This is an optimization exercise on Yosys and OpenROAD, whose aim is small area, a short achievable clock period and few clock cycles per item, not a production implementation. The RTL was checked by simulation tests, not by an equivalence proof against the original design.

## flow/run.sh

```bash
#!/bin/bash
# The standard layout (standard.sh: ORFS synthesis to finish, unchanged
# scripts, the design's constraint file and 16 ns clock), with one change:
# repair_timing, run by ORFS after floorplan, CTS and global routing, aims
# for a setup slack of 10.5 ns instead of 0, i.e. it keeps sizing and
# buffering paths longer than about 5.5 ns. Synthesis is not affected.
# Its full output goes to standard.log here; ORFS's per-step logs are under
# orfs/logs/.
set -euo pipefail
export SETUP_SLACK_MARGIN=10.5
bash standard.sh > standard.log 2>&1
```

## standard.sh

```bash
#!/bin/bash
# synth_recipe.tcl (not shown) runs the flow's synth.tcl, then flattens the netlist and writes it again
# the make line also repeats each setting of config.mk as NAME=value (left out here)
make -C /OpenROAD-flow-scripts/flow DESIGN_CONFIG=/design/flow/config.mk WORK_HOME=/design/flow/orfs CLKGATE_MAP_FILE= SYNTH_SCRIPT=/design/flow/synth_recipe.tcl "${@:-finish}"
```

## config.mk

```make
export PLATFORM = sky130hd
export DESIGN_NAME = radial_light_blob_renderer
export DESIGN_NICKNAME = radial_light_blob_renderer
export VERILOG_FILES = /design/flow/design.v
export SDC_FILE = /design/flow/constraint.sdc
export NUM_CORES = 4
export LEC_CHECK = 0
export ABC_CLOCK_PERIOD_IN_PS = 4000
export CAP_MARGIN = 20
export CORE_MARGIN = 2
export CORE_UTILIZATION = 45
export SLEW_MARGIN = 20
```

## constraint.sdc

```tcl
create_clock -name core_clock -period 16.0 [get_ports {aclk}]
set_input_delay 3.2000 -clock core_clock [delete_from_list [all_inputs] [get_ports {aclk}]]
set_output_delay 3.2000 -clock core_clock [all_outputs]
set_load 0.01 [all_outputs]
```

## design.v

```verilog
`timescale 1ns / 1ps
package rlbr_pkg;
    localparam int MAX_LIGHTS_DEF = 16;
    typedef struct packed {
        logic       neg;
        logic [6:0] mag;
    } sine_t;
    function automatic logic [6:0] sin_q(input logic [6:0] a);
        logic [6:0] v;
        case (a)
            7'd0: v = 7'd0;
            7'd1: v = 7'd2;
            7'd2: v = 7'd3;
            7'd3: v = 7'd5;
            7'd4: v = 7'd7;
            7'd5: v = 7'd9;
            7'd6: v = 7'd10;
            7'd7: v = 7'd12;
            7'd8: v = 7'd14;
            7'd9: v = 7'd16;
            7'd10: v = 7'd17;
            7'd11: v = 7'd19;
            7'd12: v = 7'd21;
            7'd13: v = 7'd22;
            7'd14: v = 7'd24;
            7'd15: v = 7'd26;
            7'd16: v = 7'd28;
            7'd17: v = 7'd29;
            7'd18: v = 7'd31;
            7'd19: v = 7'd33;
            7'd20: v = 7'd34;
            7'd21: v = 7'd36;
            7'd22: v = 7'd37;
            7'd23: v = 7'd39;
            7'd24: v = 7'd41;
            7'd25: v = 7'd42;
            7'd26: v = 7'd44;
            7'd27: v = 7'd45;
            7'd28: v = 7'd47;
            7'd29: v = 7'd48;
            7'd30: v = 7'd50;
            7'd31: v = 7'd52;
            7'd32: v = 7'd53;
            7'd33: v = 7'd54;
            7'd34: v = 7'd56;
            7'd35: v = 7'd57;
            7'd36: v = 7'd59;
            7'd37: v = 7'd60;
            7'd38: v = 7'd62;
            7'd39: v = 7'd63;
            7'd40: v = 7'd64;
            7'd41: v = 7'd66;
            7'd42: v = 7'd67;
            7'd43: v = 7'd68;
            7'd44: v = 7'd69;
            7'd45: v = 7'd71;
            7'd46: v = 7'd72;
            7'd47: v = 7'd73;
            7'd48: v = 7'd74;
            7'd49: v = 7'd75;
            7'd50: v = 7'd77;
            7'd51: v = 7'd78;
            7'd52: v = 7'd79;
            7'd53: v = 7'd80;
            7'd54: v = 7'd81;
            7'd55: v = 7'd82;
            7'd56: v = 7'd83;
            7'd57: v = 7'd84;
            7'd58: v = 7'd85;
            7'd59: v = 7'd86;
            7'd60: v = 7'd87;
            7'd61: v = 7'd87;
            7'd62: v = 7'd88;
            7'd63: v = 7'd89;
            7'd64: v = 7'd90;
            7'd65: v = 7'd91;
            7'd66: v = 7'd91;
            7'd67: v = 7'd92;
            7'd68: v = 7'd93;
            7'd69: v = 7'd93;
            7'd70: v = 7'd94;
            7'd71: v = 7'd95;
            7'd72: v = 7'd95;
            7'd73: v = 7'd96;
            7'd74: v = 7'd96;
            7'd75: v = 7'd97;
            7'd76: v = 7'd97;
            7'd77: v = 7'd97;
            7'd78: v = 7'd98;
            7'd79: v = 7'd98;
            7'd80: v = 7'd98;
            7'd81: v = 7'd99;
            7'd82: v = 7'd99;
            7'd83: v = 7'd99;
            7'd84: v = 7'd99;
            7'd85: v = 7'd100;
            7'd86: v = 7'd100;
            7'd87: v = 7'd100;
            7'd88: v = 7'd100;
            7'd89: v = 7'd100;
            7'd90: v = 7'd100;
            default: v = 7'd100;
        endcase
        sin_q = v;
    endfunction
    function automatic sine_t sine_of(input logic [8:0] h);
        logic [8:0] a;
        sine_t      s;
        if (h <= 9'd90) begin
            a = h;
            s.neg = 1'b0;
        end else if (h <= 9'd180) begin
            a = 9'd180 - h;
            s.neg = 1'b0;
        end else if (h <= 9'd270) begin
            a = h - 9'd180;
            s.neg = 1'b1;
        end else begin
            a = 9'd360 - h;
            s.neg = 1'b1;
        end
        s.mag = sin_q(a[6:0]);
        sine_of = s;
    endfunction
    function automatic int csa_next(input int n);
        csa_next = (n > 2) ? (n / 3) * 2 + (n % 3) : n;
    endfunction
    function automatic int csa_rows(input int n, input int lvl);
        int k;
        k = n;
        for (int i = 0; i < lvl; i++) k = csa_next(k);
        csa_rows = k;
    endfunction
    function automatic int ones16(input logic [15:0] m);
        int k;
        k = 0;
        for (int i = 0; i < 16; i++) begin
            if (m[i]) k = k + 1;
        end
        ones16 = k;
    endfunction
endpackage
`timescale 1ns / 1ps
module rlbr_front (
    input  logic        aclk,
    input  logic        aresetn,
    input  logic        s_valid,
    output logic        s_ready,
    input  logic [89:0] s_data,
    output logic        h_valid,
    output logic [89:0] h_data,
    input  logic        h_pop
);
    logic        k_valid;
    logic [89:0] k_data;
    logic        take;
    logic        rdy;
    assign s_ready = rdy;
    assign take    = s_valid && rdy;
    always_ff @(posedge aclk) begin
        if (!aresetn) begin
            h_valid <= 1'b0;
            k_valid <= 1'b0;
            rdy     <= 1'b1;
        end else begin
            if (!h_valid || h_pop) begin
                h_valid <= k_valid || take;
                k_valid <= 1'b0;
                rdy     <= 1'b1;
            end else if (take) begin
                k_valid <= 1'b1;
                rdy     <= 1'b0;
            end
        end
        if (!h_valid || h_pop) begin
            h_data <= k_valid ? k_data : s_data;
        end
        if (take) begin
            k_data <= s_data;
        end
    end
endmodule
`timescale 1ns / 1ps
module rlbr_fifo #(
    parameter int DEPTH = 8
) (
    input  logic        aclk,
    input  logic        aresetn,
    input  logic        alloc,
    input  logic [11:0] alloc_idx,
    output logic        credit,
    input  logic        res_we,
    input  logic [23:0] res_rgb,
    output logic        m_valid,
    input  logic        m_ready,
    output logic [35:0] m_data
);
    localparam int PW = (DEPTH > 1) ? $clog2(DEPTH) : 1;
    logic [11:0]   s_idx [DEPTH];
    logic [23:0]   s_rgb [DEPTH];
    logic [PW-1:0] pa, pw, pr;
    logic [PW:0]   n_alloc;      
    logic [PW:0]   n_done;       
    logic          move;
    function automatic logic [PW-1:0] inc(input logic [PW-1:0] p);
        inc = (32'(p) == DEPTH - 1) ? '0 : p + 1'b1;
    endfunction
    assign credit = (32'(n_alloc) < DEPTH);
    assign move   = (n_done != '0) && (!m_valid || m_ready);
    always_ff @(posedge aclk) begin
        if (!aresetn) begin
            pa      <= '0;
            pw      <= '0;
            pr      <= '0;
            n_alloc <= '0;
            n_done  <= '0;
            m_valid <= 1'b0;
        end else begin
            if (alloc)  pa <= inc(pa);
            if (res_we) pw <= inc(pw);
            if (move)   pr <= inc(pr);
            n_alloc <= n_alloc + (PW+1)'(alloc) - (PW+1)'(move);
            n_done  <= n_done + (PW+1)'(res_we) - (PW+1)'(move);
            if (move)         m_valid <= 1'b1;
            else if (m_ready) m_valid <= 1'b0;
        end
        if (move) m_data <= {s_idx[pr], s_rgb[pr]};
    end
    for (genvar i = 0; i < DEPTH; i++) begin : g_s
        always_ff @(posedge aclk) begin
            if (alloc && pa == PW'(i))  s_idx[i] <= alloc_idx;
            if (res_we && pw == PW'(i)) s_rgb[i] <= res_rgb;
        end
    end
endmodule
`timescale 1ns / 1ps
module rlbr_csa #(
    parameter int N = 3,
    parameter int W = 8
) (
    input  logic [N*W-1:0] rows,
    output logic [W-1:0]   s,
    output logic [W-1:0]   c
);
    localparam int NL = 10;
    logic [W-1:0] r [NL+1][N];
    for (genvar i = 0; i < N; i++) begin : g_in
        assign r[0][i] = rows[i*W +: W];
    end
    for (genvar l = 0; l < NL; l++) begin : g_l
        localparam int NI = rlbr_pkg::csa_rows(N, l);
        localparam int NO = rlbr_pkg::csa_rows(N, l + 1);
        if (NI > 2) begin : g_red
            for (genvar g = 0; g < NI / 3; g++) begin : g_g
                logic [W-1:0] a, b, d;
                assign a = r[l][3*g];
                assign b = r[l][3*g+1];
                assign d = r[l][3*g+2];
                assign r[l+1][2*g]   = a ^ b ^ d;
                assign r[l+1][2*g+1] = ((a & b) | (a & d) | (b & d)) << 1;
            end
            for (genvar g = 0; g < NI % 3; g++) begin : g_p
                assign r[l+1][2*(NI/3)+g] = r[l][3*(NI/3)+g];
            end
        end else begin : g_cp
            for (genvar g = 0; g < NI; g++) begin : g_p
                assign r[l+1][g] = r[l][g];
            end
        end
        for (genvar g = NO; g < N; g++) begin : g_z
            assign r[l+1][g] = '0;
        end
    end
    assign s = r[NL][0];
    if (N > 1) begin : g_c2
        assign c = r[NL][1];
    end else begin : g_c1
        assign c = '0;
    end
endmodule
module rlbr_lane #(
    parameter logic [14:0] SQM = 15'h3AA4,
    parameter logic [8:0]  P1M = 9'h1AA,
    parameter logic [7:0]  P2M = 8'hAA,
    parameter bit          MSP = 1'b0,
    parameter bit          DVC = 1'b1    
) (
    input  logic               aclk,
    input  logic [12:0]        p100,
    input  logic [12:0]        c100,
    input  logic signed [17:0] p_lo,
    input  logic signed [17:0] p_hi,
    input  logic signed [17:0] c_lo,
    input  logic signed [17:0] c_hi,
    input  logic [15:0]        row,
    input  logic [15:0]        col,
    input  logic               lv,
    input  logic [14:0]        r100_in,
    input  logic [12:0]        d25_in,
    input  logic [23:0]        rgb,
    output logic               ok_o,
    output logic [8:0]         a_o,
    output logic [23:0]        qb_o
);
    logic [14:0] r100;
    always_ff @(posedge aclk) r100 <= r100_in;
    logic signed [17:0] rs, cs, dr, dc;
    logic               far;
    logic [14:0]        a_mr, a_mc;
    logic               a_er, a_ec, a_ok;
    always_comb begin
        rs  = $signed({{2{row[15]}}, row});
        cs  = $signed({{2{col[15]}}, col});
        dr  = $signed({5'd0, p100}) - rs;
        dc  = $signed({5'd0, c100}) - cs;
        far = (rs <= p_lo) || (rs >= p_hi) || (cs <= c_lo) || (cs >= c_hi);
    end
    always_ff @(posedge aclk) begin
        a_mr <= dr[14:0] ^ {15{dr[17]}};
        a_er <= dr[17];
        a_mc <= dc[14:0] ^ {15{dc[17]}};
        a_ec <= dc[17];
        a_ok <= lv && !far;
    end
    localparam int NSR = 32;
    logic [NSR*31-1:0] sq_rows;
    logic [30:0]       sq_s, sq_c, b_s, b_c;
    logic              b_ok;
    always_comb begin
        for (int i = 0; i < 15; i++) begin
            sq_rows[i*31 +: 31]      = {31{a_mr[i]}} &
                ((31'(a_mr >> (i + 1)) << (2 * i + 2)) | (31'd1 << (2 * i)));
            sq_rows[(15+i)*31 +: 31] = {31{a_mc[i]}} &
                ((31'(a_mc >> (i + 1)) << (2 * i + 2)) | (31'd1 << (2 * i)));
        end
        sq_rows[30*31 +: 31] = {31{a_er}} & 31'({a_mr, 1'b1});
        sq_rows[31*31 +: 31] = {31{a_ec}} & 31'({a_mc, 1'b1});
    end
    rlbr_csa #(.N(NSR), .W(31)) u_sq (.rows(sq_rows), .s(sq_s), .c(sq_c));
    always_ff @(posedge aclk) begin
        b_s  <= sq_s;
        b_c  <= sq_c;
        b_ok <= a_ok;
    end
    logic [30:0] b_x;
    assign b_x = b_s + b_c;
    logic [16:0] s_rem  [16];
    logic [14:0] s_root [16];
    logic [29:0] s_x    [16];
    logic        s_ok   [16];
    assign s_rem[0]  = '0;
    assign s_root[0] = '0;
    assign s_x[0]    = b_x[29:0];
    assign s_ok[0]   = b_ok && !b_x[30];
    for (genvar s = 1; s <= 15; s++) begin : g_sq
        logic [s+1:0] t;
        logic [s:0]   trial;
        logic [s+2:0] diff;
        logic         ge;
        logic [s:0]   rem_n;
        logic [s-1:0] root_n;
        logic [29:0]  x_n;
        assign t     = {s_rem[s-1][s-1:0], s_x[s-1][29:28]};
        assign x_n   = {s_x[s-1][27:0], 2'b00};
        if (s == 1) begin : g_t1
            assign trial = 2'b01;
        end else begin : g_tn
            assign trial = {s_root[s-1][s-2:0], 2'b01};
        end
        assign diff  = {1'b0, t} - {2'b00, trial};
        assign ge    = !diff[s+2];
        assign rem_n = ge ? diff[s:0] : t[s:0];
        if (s == 1) begin : g_r1
            assign root_n = ge;
        end else begin : g_rn
            assign root_n = {s_root[s-1][s-2:0], ge};
        end
        if (s < 15 && SQM[s-1]) begin : g_r
            logic [s:0]   r_rem;
            logic [s-1:0] r_root;
            logic         r_ok;
            logic [29-2*s:0] r_x;
            always_ff @(posedge aclk) begin
                r_rem  <= rem_n;
                r_root <= root_n;
                r_ok   <= s_ok[s-1];
                r_x    <= x_n[29:2*s];
            end
            assign s_rem[s]  = 17'(r_rem);
            assign s_root[s] = 15'(r_root);
            assign s_ok[s]   = r_ok;
            assign s_x[s]    = {r_x, {(2*s){1'b0}}};
        end else begin : g_c
            assign s_rem[s]  = 17'(rem_n);
            assign s_root[s] = 15'(root_n);
            assign s_x[s]    = x_n;
            assign s_ok[s]   = s_ok[s-1];
        end
    end
    logic [14:0] w_v;
    logic        w_ok;
    always_ff @(posedge aclk) begin
        w_ok <= s_ok[15] && (s_root[15] < r100);
        w_v  <= r100 - s_root[15];
    end
    logic [12:0] u_rem [10];
    logic [8:0]  u_q   [10];
    logic [2:0]  u_w   [10];
    logic        u_ok  [10];
    logic [12:0] dv1 [10];
    always_ff @(posedge aclk) begin
        if (!w_ok) dv1[0] <= d25_in;
    end
    assign u_rem[0] = 13'(w_v[14:3]);
    assign u_q[0]   = '0;
    assign u_w[0]   = w_v[2:0];
    assign u_ok[0]  = w_ok;
    for (genvar k = 1; k <= 9; k++) begin : g_p1
        logic [13:0]  t;
        logic [14:0]  diff;
        logic         ge;
        logic [12:0]  rem_n;
        logic [k-1:0] q_n;
        logic [2:0]   w_n;
        if (k <= 3) begin : g_b
            assign t = {u_rem[k-1], u_w[k-1][2]};
        end else begin : g_z
            assign t = {u_rem[k-1], 1'b0};
        end
        localparam int G = rlbr_pkg::ones16(16'(P1M) & ((16'd1 << (k - 1)) - 16'd1));
        assign w_n   = {u_w[k-1][1:0], 1'b0};
        assign diff  = {1'b0, t} - {2'b00, dv1[G]};
        assign ge    = !diff[14];
        assign rem_n = ge ? diff[12:0] : t[12:0];
        if (k == 1) begin : g_q1
            assign q_n = ge;
        end else begin : g_qn
            assign q_n = {u_q[k-1][k-2:0], ge};
        end
        if (P1M[k-1]) begin : g_r
            logic [12:0]  r_rem;
            logic [k-1:0] r_q;
            logic         r_ok;
            always_ff @(posedge aclk) begin
                r_rem     <= rem_n;
                r_q       <= q_n;
                r_ok      <= u_ok[k-1];
            end
            if (DVC || G % 2 == 1) begin : g_dvr
                always_ff @(posedge aclk) dv1[G+1] <= dv1[G];
            end else begin : g_dvw
                assign dv1[G+1] = dv1[G];
            end
            assign u_rem[k] = r_rem;
            assign u_q[k]   = 9'(r_q);
            assign u_ok[k]  = r_ok;
            if (k < 3) begin : g_rw
                logic [2:k] r_w;
                always_ff @(posedge aclk) r_w <= w_n[2:k];
                assign u_w[k] = {r_w, {k{1'b0}}};
            end else begin : g_rwz
                assign u_w[k] = '0;
            end
        end else begin : g_n
            assign u_rem[k] = rem_n;
            assign u_q[k]   = 9'(q_n);
            assign u_w[k]   = w_n;
            assign u_ok[k]  = u_ok[k-1];
        end
    end
    logic [20:0] cb_s [3];
    logic [20:0] cb_c [3];
    logic [20:0] m_cb [3];
    logic [8:0]  m_a;
    logic        m_ok;
    for (genvar c = 0; c < 3; c++) begin : g_m
        logic [8*21-1:0] rws;
        logic [7:0]      cc;
        assign cc = rgb[23-8*c -: 8];
        for (genvar b = 0; b < 8; b++) begin : g_b
            assign rws[b*21 +: 21] = {21{cc[b]}} & (21'(u_rem[9]) << b);
        end
        rlbr_csa #(.N(8), .W(21)) u_cb (.rows(rws), .s(cb_s[c]), .c(cb_c[c]));
        if (MSP) begin : g_sp
            logic [20:0] r_s, r_c;
            always_ff @(posedge aclk) begin
                r_s <= cb_s[c];
                r_c <= cb_c[c];
                m_cb[c] <= r_s + r_c;
            end
        end else begin : g_ns
            always_ff @(posedge aclk) m_cb[c] <= cb_s[c] + cb_c[c];
        end
    end
    localparam int NP1 = rlbr_pkg::ones16(16'(P1M));
    logic [12:0] dv2 [9];
    if (MSP) begin : g_msp
        logic [8:0]  r_a;
        logic        r_ok;
        logic [12:0] r_dv;
        always_ff @(posedge aclk) begin
            r_a    <= u_q[9];
            r_ok   <= u_ok[9];
            r_dv   <= dv1[NP1];
            m_a    <= r_ok ? r_a : 9'd0;
            m_ok   <= r_ok;
            dv2[0] <= r_dv;
        end
    end else begin : g_mns
        always_ff @(posedge aclk) begin
            m_a    <= u_ok[9] ? u_q[9] : 9'd0;
            m_ok   <= u_ok[9];
            dv2[0] <= dv1[NP1];
        end
    end
    logic [12:0] v_rem [3][9];
    logic [7:0]  v_q   [3][9];
    logic [7:0]  v_p   [3][9];
    logic [8:0]  v_a   [9];
    logic        v_ok  [9];
    assign v_a[0]  = m_a;
    assign v_ok[0] = m_ok;
    for (genvar c = 0; c < 3; c++) begin : g_ch
        assign v_rem[c][0] = m_cb[c][20:8];
        assign v_q[c][0]   = '0;
        assign v_p[c][0]   = m_cb[c][7:0];
    end
    for (genvar k = 1; k <= 8; k++) begin : g_p2
        for (genvar c = 0; c < 3; c++) begin : g_c
            logic [13:0]  t;
            logic [14:0]  diff;
            logic         ge;
            logic [12:0]  rem_n;
            logic [k-1:0] q_n;
            logic [7:0]   p_n;
            assign t     = {v_rem[c][k-1], v_p[c][k-1][7]};
            localparam int G = rlbr_pkg::ones16(16'(P2M) & ((16'd1 << (k - 1)) - 16'd1));
            assign p_n   = {v_p[c][k-1][6:0], 1'b0};
            assign diff  = {1'b0, t} - {2'b00, dv2[G]};
            assign ge    = !diff[14];
            assign rem_n = ge ? diff[12:0] : t[12:0];
            if (k == 1) begin : g_q1
                assign q_n = ge;
            end else begin : g_qn
                assign q_n = {v_q[c][k-1][k-2:0], ge};
            end
            if (P2M[k-1]) begin : g_r
                logic [k-1:0] r_q;
                always_ff @(posedge aclk) r_q <= (k == 8 && !v_ok[k-1]) ? '0 : q_n;
                assign v_q[c][k] = 8'(r_q);
                if (k < 8) begin : g_rr
                    logic [12:0]  r_rem;
                    logic [7:k]   r_p;
                    always_ff @(posedge aclk) begin
                        r_rem <= rem_n;
                        r_p   <= p_n[7:k];
                    end
                    assign v_rem[c][k] = r_rem;
                    assign v_p[c][k]   = {r_p, {k{1'b0}}};
                end else begin : g_rz
                    assign v_rem[c][k] = '0;
                    assign v_p[c][k]   = '0;
                end
            end else begin : g_n
                assign v_rem[c][k] = rem_n;
                assign v_q[c][k]   = 8'(q_n);
                assign v_p[c][k]   = p_n;
            end
        end
        if (P2M[k-1]) begin : g_okr
            localparam int G = rlbr_pkg::ones16(16'(P2M) & ((16'd1 << (k - 1)) - 16'd1));
            logic       r_ok;
            logic [8:0] r_a;
            always_ff @(posedge aclk) begin
                r_ok     <= v_ok[k-1];
                r_a      <= v_a[k-1];
            end
            if (DVC || G % 2 == 1) begin : g_dvr
                always_ff @(posedge aclk) dv2[G+1] <= dv2[G];
            end else begin : g_dvw
                assign dv2[G+1] = dv2[G];
            end
            assign v_ok[k] = r_ok;
            assign v_a[k]  = r_a;
        end else begin : g_okn
            assign v_ok[k] = v_ok[k-1];
            assign v_a[k]  = v_a[k-1];
        end
    end
    assign ok_o     = v_ok[8];
    assign a_o      = v_a[8];
    assign qb_o     = {v_q[2][8], v_q[1][8], v_q[0][8]};
endmodule
module rlbr_back #(
    parameter int          K   = 4,
    parameter logic [14:0] SQM = 15'h3AA4,
    parameter logic [8:0]  P1M = 9'h1AA,
    parameter logic [7:0]  P2M = 8'hAA,
    parameter bit          MSP = 1'b0
) (
    input  logic        aclk,
    input  logic        aresetn,
    input  logic [4:0]  n_eff,
    input  logic [4:0]  ncyc,
    input  logic [14:0] r100,
    input  logic [12:0] d25,
    input  logic signed [17:0] cmin,
    input  logic signed [17:0] cmax,
    input  logic signed [17:0] rmin,
    input  logic signed [17:0] rmax,
    input  logic        h_valid,
    input  logic [89:0] h_data,
    input  logic        h_kept,
    output logic        h_pop,
    input  logic        credit,
    output logic        alloc,
    output logic        res_we,
    output logic [23:0] res_rgb
);
    localparam int L   = 16 / K;
    localparam int JW  = (L > 1) ? $clog2(L) : 1;
    localparam int KW  = (K > 1) ? $clog2(K) : 1;
    localparam int NSQ = rlbr_pkg::ones16(16'(SQM[13:0]));
    localparam int NP1 = rlbr_pkg::ones16(16'(P1M));
    localparam int NP2 = rlbr_pkg::ones16(16'(P2M));
    localparam int MS  = 3 + NSQ + NP1;               
    localparam int LAT = 4 + NSQ + NP1 + NP2 + MSP;   
    localparam int NT  = LAT + 1;                     
    logic [15:0] l_row [16];
    logic [15:0] l_col [16];
    logic [23:0] l_rgb [16];
    logic [8:0]  l_hd  [16];
    logic [6:0]  l_sp  [16];
    logic        ld_we;
    logic [3:0]  ld_idx;
    logic        mv_we;
    logic [3:0]  mv_idx;
    logic [15:0] mv_row, mv_col;
    logic [8:0]  mv_hd;
    logic [8:0]  ld_hd;
    assign ld_idx = h_data[87:84];
    assign ld_hd  = (h_data[27:19] >= 9'd360) ? h_data[27:19] - 9'd360 : h_data[27:19];
    for (genvar i = 0; i < 16; i++) begin : g_lt
        always_ff @(posedge aclk) begin
            if (ld_we && ld_idx == 4'(i)) begin
                l_rgb[i] <= h_data[83:60];
                l_sp[i]  <= h_data[18:12];
            end
            if ((ld_we && ld_idx == 4'(i)) || (mv_we && mv_idx == 4'(i))) begin
                l_row[i] <= ld_we ? h_data[59:44] : mv_row;
                l_col[i] <= ld_we ? h_data[43:28] : mv_col;
                l_hd[i]  <= ld_we ? ld_hd : mv_hd;
            end
        end
    end
    logic               iss_v;
    logic [JW-1:0]      iss_j, iss_j_n;
    logic [12:0]        iss_p100, iss_c100;
    logic signed [17:0] iss_plo, iss_phi, iss_clo, iss_chi;
    logic [12:0]        h_p100, h_c100;
    logic               iss_last, iss_free;
    logic               adv_busy;
    logic               tags_busy;
    logic [5:0]         h_pr, h_pc;
    logic [1:0]         h_op;
    assign h_op     = h_data[89:88];
    assign h_pr     = h_data[11:6];
    assign h_pc     = h_data[5:0];
    assign iss_last = (5'(iss_j) + 5'd1 == ncyc);
    assign h_p100   = 13'(h_pr) * 13'd100;
    assign h_c100   = 13'(h_pc) * 13'd100;
    assign iss_free = !iss_v || iss_last;
    logic start_render, start_adv;
    always_comb begin
        h_pop        = 1'b0;
        start_render = 1'b0;
        start_adv    = 1'b0;
        ld_we        = 1'b0;
        if (h_valid) begin
            case (h_op)
                2'd0: begin
                    if (!iss_v && !tags_busy && !adv_busy) begin
                        ld_we = 1'b1;
                        h_pop = 1'b1;
                    end
                end
                2'd1: begin
                    if (!h_kept) begin
                        h_pop = 1'b1;
                    end else if (iss_free && !adv_busy && credit) begin
                        start_render = 1'b1;
                        h_pop        = 1'b1;
                    end
                end
                2'd2: begin
                    if (n_eff == 5'd0) begin
                        h_pop = 1'b1;
                    end else if (iss_free && !adv_busy) begin
                        start_adv = 1'b1;
                        h_pop     = 1'b1;
                    end
                end
                default: h_pop = 1'b1;
            endcase
        end
    end
    assign alloc = start_render;
    always_comb begin
        if (start_render)             iss_j_n = '0;
        else if (iss_v && !iss_last)  iss_j_n = iss_j + 1'b1;
        else                          iss_j_n = iss_j;
    end
    always_ff @(posedge aclk) begin
        if (!aresetn) begin
            iss_v <= 1'b0;
            iss_j <= '0;
        end else begin
            iss_v <= start_render || (iss_v && !iss_last);
            iss_j <= iss_j_n;
        end
        if (start_render) begin
            iss_p100 <= h_p100;
            iss_c100 <= h_c100;
            iss_plo  <= $signed({5'd0, h_p100}) - $signed({3'd0, r100});
            iss_phi  <= $signed({5'd0, h_p100}) + $signed({3'd0, r100});
            iss_clo  <= $signed({5'd0, h_c100}) - $signed({3'd0, r100});
            iss_chi  <= $signed({5'd0, h_c100}) + $signed({3'd0, r100});
        end
    end
    logic          t_v [NT+1];
    logic          t_f [NT+1];
    logic          t_l [NT+1];
    logic [JW-1:0] t_j [NT+1];
    assign t_v[0] = iss_v;
    assign t_f[0] = (iss_j == '0);
    assign t_l[0] = iss_last;
    assign t_j[0] = iss_j;
    for (genvar s = 1; s <= NT; s++) begin : g_tag
        always_ff @(posedge aclk) begin
            if (!aresetn) t_v[s] <= 1'b0;
            else          t_v[s] <= t_v[s-1];
            t_f[s] <= t_f[s-1];
            t_l[s] <= t_l[s-1];
            t_j[s] <= t_j[s-1];
        end
    end
    always_comb begin
        tags_busy = 1'b0;
        for (int s = 1; s <= LAT; s++) tags_busy = tags_busy | t_v[s];
    end
    logic          adv_run;
    logic [3:0]    adv_i, adv_i_n;
    logic          adv_run_n;
    always_comb begin
        adv_run_n = adv_run;
        adv_i_n   = adv_i;
        if (start_adv) begin
            adv_run_n = 1'b1;
            adv_i_n   = '0;
        end else if (adv_run) begin
            adv_run_n = (5'(adv_i) + 5'd1 != n_eff);
            adv_i_n   = adv_i + 4'd1;
        end
    end
    always_ff @(posedge aclk) begin
        if (!aresetn) begin
            adv_run <= 1'b0;
            adv_i   <= '0;
        end else begin
            adv_run <= adv_run_n;
            adv_i   <= adv_i_n;
        end
    end
    logic [JW-1:0] rd_j_n;
    assign rd_j_n = adv_run_n ? adv_i_n[3:KW] : iss_j_n;
    logic [15:0] ln_row [K];
    logic [15:0] ln_col [K];
    logic        ln_ok  [K];
    logic [8:0]  ln_a   [K];
    logic [7:0]  ln_qb  [K][3];
    logic [23:0] ln_rgbf [K];
    for (genvar i = 0; i < K; i++) begin : g_ln
        logic [4:0]  lidx;
        logic [23:0] rgb, rgb_n, rgbf_n;
        logic [15:0] row_n, col_n;
        always_comb begin
            row_n  = l_row[i];
            col_n  = l_col[i];
            rgb_n  = l_rgb[i];
            rgbf_n = l_rgb[i];
            for (int j = 1; j < L; j++) begin
                if (rd_j_n == JW'(j)) begin
                    row_n = l_row[j*K+i];
                    col_n = l_col[j*K+i];
                end
                if (t_j[MS-1] == JW'(j))  rgb_n  = l_rgb[j*K+i];
                if (t_j[LAT-1] == JW'(j)) rgbf_n = l_rgb[j*K+i];
            end
            lidx = 5'(iss_j) * 5'(K) + 5'(i);
        end
        always_ff @(posedge aclk) begin
            ln_row[i]  <= row_n;
            ln_col[i]  <= col_n;
            rgb        <= rgb_n;
            ln_rgbf[i] <= rgbf_n;
        end
        logic [23:0] qb;
        rlbr_lane #(
            .SQM (SQM),
            .P1M (P1M),
            .P2M (P2M),
            .MSP (MSP)
        ) u_lane (
            .aclk    (aclk),
            .p100    (iss_p100),
            .c100    (iss_c100),
            .p_lo    (iss_plo),
            .p_hi    (iss_phi),
            .c_lo    (iss_clo),
            .c_hi    (iss_chi),
            .row     (ln_row[i]),
            .col     (ln_col[i]),
            .lv      (iss_v && (lidx < n_eff)),
            .r100_in (r100),
            .d25_in  (d25),
            .rgb     (rgb),
            .ok_o    (ln_ok[i]),
            .a_o     (ln_a[i]),
            .qb_o    (qb)
        );
        assign ln_qb[i][0] = qb[7:0];
        assign ln_qb[i][1] = qb[15:8];
        assign ln_qb[i][2] = qb[23:16];
    end
    localparam int NR = 10 * K;
    logic [19:0] f_s [3];
    logic [19:0] f_c [3];
    logic [19:0] acc [3];
    logic        acc_done;
    for (genvar c = 0; c < 3; c++) begin : g_f
        logic [NR*20-1:0] rws;
        logic [19:0]      ss, cc;
        for (genvar i = 0; i < K; i++) begin : g_i
            logic [7:0] col8;
            assign col8 = ln_rgbf[i][23-8*c -: 8];
            for (genvar b = 0; b < 9; b++) begin : g_b
                assign rws[(10*i+b)*20 +: 20] = {20{ln_a[i][b]}} & (20'(col8) << b);
            end
            assign rws[(10*i+9)*20 +: 20] = 20'(ln_qb[i][c]);
        end
        rlbr_csa #(.N(NR), .W(20)) u_f (.rows(rws), .s(ss), .c(cc));
        always_ff @(posedge aclk) begin
            f_s[c] <= ss;
            f_c[c] <= cc;
        end
    end
    always_ff @(posedge aclk) begin
        if (!aresetn) acc_done <= 1'b0;
        else          acc_done <= t_v[NT] && t_l[NT];
        if (t_v[NT]) begin
            for (int c = 0; c < 3; c++) acc[c] <= (t_f[NT] ? 20'd0 : acc[c]) + f_s[c] + f_c[c];
        end
    end
    function automatic logic [7:0] sat(input logic [19:0] a);
        sat = (a[19:16] != 4'd0) ? 8'hFF : a[15:8];
    endfunction
    assign res_we  = acc_done;
    assign res_rgb = {sat(acc[1]), sat(acc[0]), sat(acc[2])};
    logic [8:0]  ra_hd;
    logic [6:0]  ra_sp;
    always_ff @(posedge aclk) begin
        ra_hd <= l_hd[adv_i_n];
        ra_sp <= l_sp[adv_i_n];
    end
    localparam int NA = 10;    
    logic        av [NA+1];
    logic [3:0]  ai [NA+1];
    logic [15:0] arow [NA+1];
    logic [15:0] acol [NA+1];
    logic [8:0]  ahd  [NA+1];
    logic [6:0]  asp  [NA+1];
    always_comb begin
        arow[0] = ln_row[0];
        acol[0] = ln_col[0];
        for (int i = 1; i < K; i++) begin
            if (adv_i[KW-1:0] == KW'(i)) begin
                arow[0] = ln_row[i];
                acol[0] = ln_col[i];
            end
        end
    end
    assign av[0]  = adv_run;
    assign ai[0]  = adv_i;
    assign ahd[0] = ra_hd;
    assign asp[0] = ra_sp;
    for (genvar k = 1; k <= NA; k++) begin : g_ap
        always_ff @(posedge aclk) begin
            if (!aresetn) av[k] <= 1'b0;
            else          av[k] <= av[k-1];
            ai[k] <= ai[k-1];
        end
        if (k <= 5) begin : g_rc
            always_ff @(posedge aclk) begin
                arow[k] <= arow[k-1];
                acol[k] <= acol[k-1];
            end
        end else begin : g_rc0
            assign arow[k] = '0;
            assign acol[k] = '0;
        end
        if (k <= 7) begin : g_h
            always_ff @(posedge aclk) ahd[k] <= ahd[k-1];
        end else begin : g_h0
            assign ahd[k] = '0;
        end
        if (k <= 2) begin : g_s
            always_ff @(posedge aclk) asp[k] <= asp[k-1];
        end else begin : g_s0
            assign asp[k] = '0;
        end
    end
    always_comb begin
        adv_busy = adv_run;
        for (int k = 1; k <= NA; k++) adv_busy = adv_busy | av[k];
    end
    logic [9:0]  hc10;
    logic [8:0]  fo_r, fo_c;
    logic        n_r, n_c;
    logic [6:0]  s1_ar, s1_ac;
    logic        s1_nr, s1_nc;
    function automatic logic [9:0] fold(input logic [8:0] h);
        if (h <= 9'd90)       fold = {1'b0, h};
        else if (h <= 9'd180) fold = {1'b0, 9'd180 - h};
        else if (h <= 9'd270) fold = {1'b1, h - 9'd180};
        else                  fold = {1'b1, 9'd360 - h};
    endfunction
    always_comb begin
        hc10 = 10'(ahd[0]) + 10'd90;
        if (hc10 >= 10'd360) hc10 = hc10 - 10'd360;
        {n_r, fo_r} = fold(ahd[0]);
        {n_c, fo_c} = fold(hc10[8:0]);
    end
    always_ff @(posedge aclk) begin
        s1_ar <= fo_r[6:0];
        s1_nr <= n_r;
        s1_ac <= fo_c[6:0];
        s1_nc <= n_c;
    end
    logic [6:0] s2_mr, s2_mc;
    logic       s2_nr, s2_nc;
    always_ff @(posedge aclk) begin
        s2_mr <= rlbr_pkg::sin_q(s1_ar);
        s2_mc <= rlbr_pkg::sin_q(s1_ac);
        s2_nr <= s1_nr;
        s2_nc <= s1_nc;
    end
    logic [13:0] s3_mr, s3_mc;
    logic        s3_nr, s3_nc;
    always_ff @(posedge aclk) begin
        s3_mr <= 14'(s2_mr) * 14'(asp[2]) + 14'd50;
        s3_mc <= 14'(s2_mc) * 14'(asp[2]) + 14'd50;
        s3_nr <= ~s2_nr;    
        s3_nc <= s2_nc;
    end
    logic [19:0] s4_yr, s4_yc;
    logic        s4_nr, s4_nc;
    logic [7:0]  s5_qr, s5_qc;
    logic        s5_nr, s5_nc;
    logic [26:0] zr, zc;
    assign zr = 27'(s4_yr) * 27'd107;
    assign zc = 27'(s4_yc) * 27'd107;
    always_ff @(posedge aclk) begin
        s4_yr <= 20'(s3_mr) * 20'd49;
        s4_yc <= 20'(s3_mc) * 20'd49;
        s4_nr <= s3_nr;
        s4_nc <= s3_nc;
        s5_qr <= zr[26:19];
        s5_qc <= zc[26:19];
        s5_nr <= s4_nr;
        s5_nc <= s4_nc;
    end
    logic signed [17:0] s6_rpos, s6_cpos;
    always_ff @(posedge aclk) begin
        s6_rpos <= $signed({{2{arow[5][15]}}, arow[5]}) + (s5_nr ? -(18'(s5_qr)) : 18'(s5_qr));
        s6_cpos <= $signed({{2{acol[5][15]}}, acol[5]}) + (s5_nc ? -(18'(s5_qc)) : 18'(s5_qc));
    end
    logic signed [17:0] s7_rpos, s7_cpos;
    logic               s7_cgt, s7_clt, s7_rgt, s7_rlt;
    always_ff @(posedge aclk) begin
        s7_rpos <= s6_rpos;
        s7_cpos <= s6_cpos;
        s7_cgt  <= s6_cpos > cmax;
        s7_clt  <= s6_cpos < cmin;
        s7_rgt  <= s6_rpos > rmax;
        s7_rlt  <= s6_rpos < rmin;
    end
    logic signed [10:0] h8;
    logic signed [17:0] s8_cp, s8_rpos;
    logic signed [10:0] s8_hs;
    logic               s8_rgt, s8_rlt;
    always_comb begin
        h8 = 11'(ahd[7]);
        if (s7_cgt) h8 = (h8 < 11'sd90) ? 11'sd180 - h8 : 11'sd540 - h8;
        if (s7_cgt ? (cmax < cmin) : s7_clt) h8 = (h8 > 11'sd180) ? 11'sd540 - h8 : 11'sd180 - h8;
    end
    always_ff @(posedge aclk) begin
        s8_hs   <= h8;
        s8_cp   <= (s7_cgt ? (cmax < cmin) : s7_clt) ? cmin : (s7_cgt ? cmax : s7_cpos);
        s8_rpos <= s7_rpos;
        s8_rgt  <= s7_rgt;
        s8_rlt  <= s7_rlt;
    end
    logic signed [10:0] h9;
    logic signed [17:0] s9_cp, s9_rp;
    logic signed [10:0] s9_hs;
    always_comb begin
        h9 = s8_hs;
        if (s8_rgt) h9 = (h9 < 11'sd270) ? 11'sd540 - h9 : 11'sd360 - h9;
        if (s8_rgt ? (rmax < rmin) : s8_rlt) h9 = 11'sd360 - h9;
    end
    always_ff @(posedge aclk) begin
        s9_hs <= h9;
        s9_rp <= (s8_rgt ? (rmax < rmin) : s8_rlt) ? rmin : (s8_rgt ? rmax : s8_rpos);
        s9_cp <= s8_cp;
    end
    logic signed [10:0] h10;
    logic signed [17:0] s10_cp, s10_rp;
    logic signed [10:0] s10_hs;
    always_comb begin
        h10 = s9_hs;
        if (h10 < 11'sd0)    h10 = h10 + 11'sd360;
        if (h10 >= 11'sd360) h10 = h10 - 11'sd360;
    end
    always_ff @(posedge aclk) begin
        s10_hs <= h10;
        s10_rp <= s9_rp;
        s10_cp <= s9_cp;
    end
    assign mv_we  = av[NA];
    assign mv_idx = ai[NA];
    assign mv_row = s10_rp[15:0];
    assign mv_col = s10_cp[15:0];
    assign mv_hd  = s10_hs[8:0];
endmodule
`timescale 1ns / 1ps
module radial_light_blob_renderer #(
    parameter int          K     = 4,
    parameter int          DEPTH = 20,
    parameter logic [14:0] SQM   = 15'h3E92,
    parameter logic [8:0]  P1M   = 9'h1AA,
    parameter logic [7:0]  P2M   = 8'hAA,
    parameter bit          MSP   = 1'b0
) (
    input  logic        aclk,
    input  logic        aresetn,
    input  logic        s_valid,
    output logic        s_ready,
    input  logic [89:0] s_data,
    output logic        m_valid,
    input  logic        m_ready,
    output logic [35:0] m_data,
    input  logic        cfg_valid,
    output logic        cfg_ready,
    input  logic [2:0]  cfg_index,
    input  logic [7:0]  cfg_data
);
    logic [6:0]        panel_rows, panel_cols;
    logic [4:0]        light_count;
    logic [7:0]        radius;
    logic signed [7:0] col_min, col_max, row_min, row_max;
    assign cfg_ready = 1'b1;
    always_ff @(posedge aclk) begin
        if (!aresetn) begin
            panel_rows  <= 7'd12;
            panel_cols  <= 7'd16;
            light_count <= 5'd0;
            radius      <= 8'd13;
            col_min     <= -8'sd3;
            col_max     <= 8'sd16;
            row_min     <= -8'sd3;
            row_max     <= 8'sd12;
        end else if (cfg_valid) begin
            case (cfg_index)
                3'd0: panel_rows  <= cfg_data[6:0];
                3'd1: panel_cols  <= cfg_data[6:0];
                3'd2: light_count <= cfg_data[4:0];
                3'd3: radius      <= cfg_data;
                3'd4: col_min     <= cfg_data;
                3'd5: col_max     <= cfg_data;
                3'd6: row_min     <= cfg_data;
                default: row_max  <= cfg_data;
            endcase
        end
    end
    logic [6:0]  rows_eff, cols_eff;
    logic [4:0]  n_eff, ncyc;
    logic [14:0] r100;
    logic [12:0] d25;
    logic        any_light;
    logic signed [17:0] cmin, cmax, rmin, rmax;
    always_ff @(posedge aclk) begin
        rows_eff  <= (panel_rows > 7'd64) ? 7'd64 : panel_rows;
        cols_eff  <= (panel_cols > 7'd64) ? 7'd64 : panel_cols;
        n_eff     <= (light_count > 5'd16) ? 5'd16 : light_count;
        ncyc      <= ((light_count > 5'd16 ? 5'd16 : light_count) + 5'(K - 1)) / 5'(K);
        r100      <= 15'(radius) * 15'd100;
        d25       <= 13'(radius) * 13'd25;
        any_light <= (light_count != 5'd0);
        cmin      <= 18'(col_min) * 18'sd100;
        cmax      <= 18'(col_max) * 18'sd100;
        rmin      <= 18'(row_min) * 18'sd100;
        rmax      <= 18'(row_max) * 18'sd100;
    end
    logic        h_valid, h_pop, h_kept;
    logic [89:0] h_data;
    logic [12:0] pidx;
    logic        credit, alloc, res_we;
    logic [23:0] res_rgb;
    rlbr_front u_front (
        .aclk    (aclk),
        .aresetn (aresetn),
        .s_valid (s_valid),
        .s_ready (s_ready),
        .s_data  (s_data),
        .h_valid (h_valid),
        .h_data  (h_data),
        .h_pop   (h_pop)
    );
    assign h_kept = (7'(h_data[11:6]) < rows_eff) && (7'(h_data[5:0]) < cols_eff) && any_light;
    assign pidx   = 13'(h_data[11:6]) * 13'(cols_eff) + 13'(cols_eff) - 13'd1 - 13'(h_data[5:0]);
    rlbr_back #(
        .K   (K),
        .SQM (SQM),
        .P1M (P1M),
        .P2M (P2M),
        .MSP (MSP)
    ) u_back (
        .aclk    (aclk),
        .aresetn (aresetn),
        .n_eff   (n_eff),
        .ncyc    (ncyc),
        .r100    (r100),
        .d25     (d25),
        .cmin    (cmin),
        .cmax    (cmax),
        .rmin    (rmin),
        .rmax    (rmax),
        .h_valid (h_valid),
        .h_data  (h_data),
        .h_kept  (h_kept),
        .h_pop   (h_pop),
        .credit  (credit),
        .alloc   (alloc),
        .res_we  (res_we),
        .res_rgb (res_rgb)
    );
    rlbr_fifo #(
        .DEPTH (DEPTH)
    ) u_fifo (
        .aclk      (aclk),
        .aresetn   (aresetn),
        .alloc     (alloc),
        .alloc_idx (pidx[11:0]),
        .credit    (credit),
        .res_we    (res_we),
        .res_rgb   (res_rgb),
        .m_valid   (m_valid),
        .m_ready   (m_ready),
        .m_data    (m_data)
    );
endmodule
```

==> summary.txt, run 1 <==
Post-synth top cells - 5,474 x inv_1, 4,997 x dfxtp_1, 4,991 x ha_1
Non-Filler Instances - 56,744
most common cell in the netlist - inv_1
post-route clock period utilization - 0.3354
Synth Area in Simple Gates - 0.1134
Finished Cell Area - 0.4970 sq mm
DRT antenna net count - 0
slowest CP cell - fa_1
synthesized instance count - 42,090
post-synthesis instance area - 0.4454 sq mm
Slew Limit Fails - 0
CTS Buffer Depth - 5
placed cell count - 54,759
Yosys top cell by area - dfxtp_1
largest family of logic cells by synthesized area - adder cells
routing usage on met1 - 0.3006
dpl hpwl - 906,500 um
Hold Path Class - reg -> reg
Root Driver - clkbuf_16
worst-path cell chain - and2_1 -> fa_1 -> inv_1 -> fa_1 -> inv_1 -> fa_1 -> inv_1 -> fa_1 -> inv_1 -> fa_1 -> inv_1 -> fa_1 -> fa_1 -> inv_1 -> fa_1
top_reg_cell synth - dfxtp_1
GR peak layer - met2
register area share after synthesis - 0.3780
Total GRT Usage - 0.2354
Layout area overhead - 11.59%
xor and xnor fraction of the mapped netlist area - 0.04300
Worst setup EP type - flop
clock sink count - 7,273
Die Wd - 998.9 um
initial DRC count - 18,629
final worst path period need - 5366 ps
layout cells sized above 1 - 0.09433
core area - 0.9874 sq mm
CTS H-tree lvls - 6
status - complete, no violations
global-route wire length before repair - 1,820,000 um
Die ar. - 0.9978 sq mm
Initial Utilization - 0.4511
worst slew pin tran - 1308 ps
die outline height - 998.9 um
Cell Area, Placed - 0.4630 sq mm
GPL Wtd Cong - 0.9165
CTS Buf Count - 803
DRC - 0
RSZ-0062 raised after global routing - yes
Synth Area in Compound Gates - 0.09249
synthesized flop and latch total - 7,273
dpl ws - 9296 ps
skew final - 134.3 ps
Post-synth EDFFs - 2,276
via count - 301,193
Hold Vio Cnt, Final - 0
final worst setup slack - 10,630 ps
largest net degree at the start of global routing - 70
Worst Path Required - 16,970 ps
met2 Usage GRT - 0.4076
max incr delay on CP - 550 ps
Worst setup SP type - flop
Post-Syn Nets - 50,092
Reg clk slew, reported paths - 60 ps
CP Data Arrival Time - 6340 ps
nets - 50,782
Syn Area/Cell - 10.58 sq um
Skew-Pair Late Insertion Delay - 1160 ps
maxcap violations - 0
GR Util met3 - 0.02792
post-synthesis async set-or-reset flop share - 0
mux cell area share after synthesis - 0.04748
vias in the first global route - 308,588
Unique masters post-synth - 111
I/O pin count - 145
post-synth top area share - 0.2246
first drt pass iteration count - 6
# setup viols final - 0
CTS tree - done
Slew headroom - 0.1218
area share of fa/ha/maj cells after synthesis - 0.2708
post-route core utilization - 0.5034
Core Rows - 365
initial antenna violation count - 102
DR WL/cell - 21.14 um
final wirelength - 1,199,000 um
Hold WS - 250.3 ps
total grt overflow - 0
critical path class - reg -> reg
setup_tns - 0 ps
vias per cell - 5.308
IO buf count - 143
Max Clock Freq - 186.4 MHz
largest cells by area after synthesis - dfxtp_1 22%, edfxtp_1 15%, ha_1 14%, fa_1 13%, inv_1 4.6%
Critical Path Fanout Max - 24
Yosys Warn Count - 135
most used cell, CP - fa_1
## worst max-delay path, delay by kind of cell, from the launching register on
| family | cells | cell delay (ps) |
|---|---|---|
| fa+ha+maj | 8 | 4030 |
| buf+inv | 6 | 370 |
| flops | 1 | 510 |
| simple gates | 1 | 270 |
## layout make-up
cell class / count / area (sq um)
clock buffer: 1087 / 22630
inverter: 5495 / 20780
fill: 88271 / 490300
multi-input combinational: 28401 / 256300
antenna: 76 / 190.2
clock inverter: 394 / 5040
timing repair buffer: 806 / 6769
sequential: 7273 / 168800
tap: 13212 / 16530
## logic make-up after synthesis
group	count (synthesis)
buffers and inverters	6467
xor gates and xnor gates	2184
muxes	1752
and+or+nand+nor	10063
other	2
DFF	7273
adders and majority gates	7897
AOI/OAI and AO/OA	6452
## per-layer routing
layer  wire length [um]  vias up
met2             582100     6755
li1                   -   143145
met5                183        -
met1             507900   149270
met3              56020     1997
met4              53170       26
## final timing paths
| check | cells after the start | slack [ps] | startpoint | endpoint |
|---|---|---|---|---|
| worst min-delay path | 0 | 250 | u_back.g_ln[3].u_lane.g_sq[10].g_r.r_x[2]$_DFF_P_ | u_back.g_ln[3].u_lane.g_sq[11].g_r.r_x[2]$_DFF_P_ |
| worst max register to register | 15 | 10630 | u_back.g_ln[3].u_lane.g_p2[8].g_okr.r_a[4]$_DFF_P_ | u_back.f_s[0][6]$_DFF_P_ |
| worst min register to register | 0 | 250 | u_back.g_ln[3].u_lane.g_sq[10].g_r.r_x[2]$_DFF_P_ | u_back.g_ln[3].u_lane.g_sq[11].g_r.r_x[2]$_DFF_P_ |
| worst max-delay path | 15 | 10630 | u_back.g_ln[3].u_lane.g_p2[8].g_okr.r_a[4]$_DFF_P_ | u_back.f_s[0][6]$_DFF_P_ |
## state kept, by name, indices dropped and copies added (netlist names), 256 cells and up
register / flops
u_back.g_ln.u_lane.g_p1.g_r.r_rem: 260
u_back.g_ln.u_lane.g_sq.g_r.r_rem: 332
u_back.l_rgb: 384
u_back.g_ln.u_lane.g_sq.g_r.r_x: 360
u_fifo.s_rgb: 480
u_back.g_ln.u_lane.g_p2.g_c.g_r.g_rr.r_rem: 468
u_back.g_ln.u_lane.dv1: 312
u_back.l_col: 256
u_back.g_ln.u_lane.g_sq.g_r.r_root: 300
u_back.l_row: 256
## timing repair
action / in CTS / in global routing
buffers inserted: 142 / 231
setup endpoints to repair: 874 / 927
gates resized for setup: 410 / 629
cloned: 13 / 40
hold buffers: 0 / 0
pin swaps: 60 / 213
## layout by cell type, fill, tap and decap left out, types with 195 or more instances in the layout
master     Yosys  final
nor3_1       555    531
xnor2_1     1534   1526
dfxtp_1     4997   4811
and2_1      2713   2659
a21boi_0     298    255
a21o_1       590    590
a22oi_1      234    234
edfxtp_1    2276   2276
nand2b_1     393    389
o21ai_0     1513   1313
nor2_1      2473   2421
nand2_1     2111   2065
o21ai_1       41    202
clkbuf_16      0    824
mux2_2       942    939
mux2i_1      614    612
ha_1        4991   4974
xor2_1       648    645
fa_1        2905   2899
a21oi_1     1902   1782
nor2b_1      623    622
nand3_1      438    438
inv_1       5474   5425
or3_1        239    238
o21bai_1     196    195
buf_4          6    606
o21a_1       321    320
Testbench counts, summed over its fixed seeds: cycles 5,044, pixels 1,764.
==> run 2: changes to the inputs <==
--- a/design.v
+++ b/design.v
@@ -1045,11 +1045,11 @@
 `timescale 1ns / 1ps
 module radial_light_blob_renderer #(
     parameter int          K     = 4,
-    parameter int          DEPTH = 20,
-    parameter logic [14:0] SQM   = 15'h3E92,
+    parameter int          DEPTH = 22,
+    parameter logic [14:0] SQM   = 15'h3EAA,
     parameter logic [8:0]  P1M   = 9'h1AA,
     parameter logic [7:0]  P2M   = 8'hAA,
-    parameter bit          MSP   = 1'b0
+    parameter bit          MSP   = 1'b1
 ) (
     input  logic        aclk,
     input  logic        aresetn,
==> run 2 against run 1 <==
Effect of this change: still clean; first-iteration DRC count rose by 4.3%; sequential cell count increased by 734; sequential share of layout area is 1.6 points higher; cell area rose by 4.1%; setup slack got worse by 53 ps; fmax is 0.97% lower; final cell count increased by 2.5%.
==> summary.txt, run 2 <==
Hold Path Class - reg -> reg
most common cell in the netlist - dfxtp_1
I/O pin count - 145 (unchanged)
synthesized flop and latch total - 8,007 (+10%)
Slew Limit Fails - 0 (unchanged)
clock sink count - 8,007 (+10%)
DR WL/cell - 21.19 um (+0.25%)
Worst Path Required - 17,040 ps (+70 ps)
total grt overflow - 0 (unchanged)
Total GRT Usage - 0.2336 (-0.001787)
Largest Register - u_fifo.s_rgb
Yosys Warn Count - 135 (unchanged)
Max Clock Freq - 184.6 MHz (-0.97%)
Layout area overhead - 11.98%
global-route wire length before repair - 1,875,000 um (+3.0%)
Cell Area, Placed - 0.4798 sq mm (+3.6%)
final worst path period need - 5418 ps (+52.60 ps)
largest cells by area after synthesis - dfxtp_1 25%, edfxtp_1 15%, ha_1 14%, fa_1 13%, inv_1 4.5%
synthesized instance count - 42,965 (+2.1%)
Die Wd - 1017 um (+1.8%)
IO buf count - 143 (unchanged)
vias in the first global route - 316,257 (+2.5%)
Initial Utilization - 0.4508 (about the same)
Hold Vio Cnt, Final - 0 (unchanged)
die outline height - 1017 um (+1.8%)
Yosys top cell by area - dfxtp_1
post-route core utilization - 0.5048 (+0.001433)
initial antenna violation count - 85 (-17%)
CTS H-tree lvls - 6 (unchanged)
largest net degree at the start of global routing - 79 (+13%)
worst slew pin tran - 1335 ps (+27.38 ps)
skew final - 117.9 ps (-16.46 ps)
filler cell count - 90,438 (+2.5%)
Worst setup EP type - flop
Unique masters post-synth - 103 (-7.2%)
maxcap violations - 0 (unchanged)
commonest cells after routing, fill and taps aside - 5,561 x dfxtp_1, 5,496 x inv_1, 4,954 x ha_1, 2,955 x and2_1, 2,879 x fa_1
setup_tns - 0 ps (unchanged)
dpl hpwl - 916,300 um (+1.1%)
RSZ-0062 raised after global routing - yes
Top Registers - u_fifo.s_rgb: 528 flops, u_back.g_ln.u_lane.g_p2.g_c.g_r.g_rr.r_rem: 468 flops, u_back.g_ln.u_lane.g_sq.g_r.r_x: 440 flops
CTS Buf Count - 857 (+6.7%)
nets - 51,723 (+1.9%)
Worst setup SP type - flop
Die ar. - 1.035 sq mm (+3.7%)
core area - 1.025 sq mm (+3.8%)
final wirelength - 1,233,000 um (+2.8%)
# hold bufs at CTS - 0 (unchanged)
Syn Area/Cell - 10.75 sq um (+1.6%)
DRT antenna net count - 0 (unchanged)
top_reg_cell synth - dfxtp_1
Post-synth top cells - 5,659 x dfxtp_1, 5,543 x inv_1, 4,991 x ha_1
DRC - 0 (unchanged)
Critical Path Fanout Max - 6 (-75%)
Post-Syn Nets - 50,967 (+1.7%)
post-synth top area share - 0.2452 (+0.02060)
initial DRC count - 19,421 (+4.3%)
status - complete, no violations
Finished Cell Area - 0.5174 sq mm (+4.1%)
critical path class - reg -> reg
# setup viols final - 0 (unchanged)
CTS tree - done
via count - 307,133 (+2.0%)
Core Rows - 372 (+1.9%)
layout cells sized above 1 - 0.09469 (+0.0003635)
post-route clock period utilization - 0.3386 (+0.003287)
vias per cell - 5.279 (-0.54%)
Post-synth EDFFs - 2,348 (+3.2%)
Reg clk slew, reported paths - 60 ps (about the same)
Skew-Pair Late Insertion Delay - 1170 ps (about the same)
leading cell type in the layout, fill and taps excluded - dfxtp_1
CTS Buffer Depth - 5 (unchanged)
register area share after synthesis - 0.3978 (+0.01976)
post-synthesis instance area - 0.4621 sq mm (+3.7%)
max FFs per register - 528 (+10%)
Slew headroom - 0.1082 (-0.01362)
CP Data Arrival Time - 6460 ps (+120 ps)
first drt pass iteration count - 7 (+1)
post-synthesis async set-or-reset flop share - 0 (unchanged)
Root Driver - clkbuf_16
GPL Wtd Cong - 0.9200 (+0.38%)
-- run 2: final timing paths --
kind | startpoint | endpoint | slack (ps) | depth (start not counted)
worst max-delay path | u_back.g_ln[0].u_lane.dv2[1][0]$_DFF_P_ | flop | 10580 | 26
worst min-delay path | u_back.g_ln[3].u_lane.g_p2[4].g_c[0].g_r.r_q[3]$_DFF_P_ | u_back.g_ln[3].u_lane.g_p2[6].g_c[0].g_r.r_q[5]$_DFF_P_ | 270 | 0
worst max register to register | u_back.g_ln[0].u_lane.dv2[1][0]$_DFF_P_ | flop | 10580 | 26
worst min register to register | u_back.g_ln[3].u_lane.g_p2[4].g_c[0].g_r.r_q[3]$_DFF_P_ | u_back.g_ln[3].u_lane.g_p2[6].g_c[0].g_r.r_q[5]$_DFF_P_ | 270 | 0
-- run 2: timing repair --
item,CTS,global route
setup buffers,240,190
pin swaps,119,243
resized for setup,442,620
cloned,36,25
setup endpoints to repair,853,879
-- run 2: worst max-delay path, stage by stage, from the launching register on --
cell and delay (ps):
dfxtp_4 360, buf_6 100, ha_4 130, inv_2 40
fa_2 360, a21o_1 210, a21oi_2 160, o21bai_1 110
a21oi_2 210, a21oi_2 100, a311o_1 350, a21o_1 190
a211o_4 390, mux2_4 340, ha_4 240, nor2b_4 120
o21ai_2 150, a21boi_2 80, o21ai_1 110, buf_4 150
a21oi_4 60, o21a_1 200, o31a_1 310, o31ai_4 250
buf_6 170, nand2_8 80, mux2_4 350
-- run 2: layout make-up --
type                            instances  area, sq um  share of cell area
Antenna cell                           53        132.6           0.0002563
Clock buffer                         1117        23890             0.04617
Clock inverter                        493         6003             0.01160
Inverter                             5567        21040             0.04066
Multi-Input combinational cell      28463       258300              0.4992
Sequential cell                      8007       184000              0.3557
Tap cell                            13651        17080             0.03301
Timing Repair Buffer                  823         6959             0.01345
Timing Repair inverter                  2        12.51          0.00002418
-- run 2: logic make-up after synthesis --
kind of cell    after synthesis  synth area share
simple gates              10172            0.1114
flops                      8007            0.3978
fa+ha+maj                  7896            0.2610
buf+inv                    6546           0.05337
compound gates             6397           0.08877
xor+xnor                   2147           0.04071
mux                        1798           0.04693
other cells                   2        0.00001625
-- run 2: layer usage --
layer | vias to the layer above | track usage | wire, um | part of all wire
met4 | 10 | 0.08881 | 53240 | 0.043
met3 | 2028 | 0.02943 | 63340 | 0.051
met2 | 7273 | 0.4017 | 592700 | 0.48
li1 | 145993 | - | - | -
met1 | 151829 | 0.3011 | 523300 | 0.42
met5 | - | 0 | 69 | 0.000056
-- run 2: per-stage QoR --
stage | cells | hold WS [ps] | setup WS, ps
5_1_grt | 58157 | 261.7 | 10360
4_1_cts | 57905 | 259.2 | 10500
3_5_place_dp | 56019 | 312.0 | 8981
2_1_floorplan | 42965 | 309.5 | 10270
3_3_place_gp | 56018 | 309.6 | 8984
6_report | 58176 | 265.2 | 10580
Testbench counts of run 2, summed over its fixed seeds: cycles 5,048, pixels 1,764.

==> re-timing with driven ports <==
The flow's constraints put no driver on any port. The routed layouts listed below were extracted and timed again, unchanged, in two steps.
Step 1, drivers: a clkbuf_16 drives aclk and a buf_2 each remaining input, both assumed.
Step 2 moves the port delays by t, midway between the first and last clock arrival at a register: inputs arrive t later, outputs are due t later. That takes back most of the time a late clock gives input paths.
a / b / c = ideal ports / drivers / drivers and shift; a / b = the first two.
| run | shift t [ns] | setup WS [ns] | worst hold slack (ns) | clock arrival spread, ns |
|---|---|---|---|---|
| run 1 | 1.247 | 10.634 / 10.519 / 9.914 | 0.250 / 0.250 / 0.250 | 0.135 / 0.135 |
| run 2 | 1.290 | 10.582 / 10.563 / 9.813 | 0.265 / 0.265 / 0.265 | 0.155 / 0.156 |
After both steps every run listed still meets setup and hold. The setup slack of run 2, which loses most, moves by -0.019 ns with the drivers and by -0.769 ns with both steps.
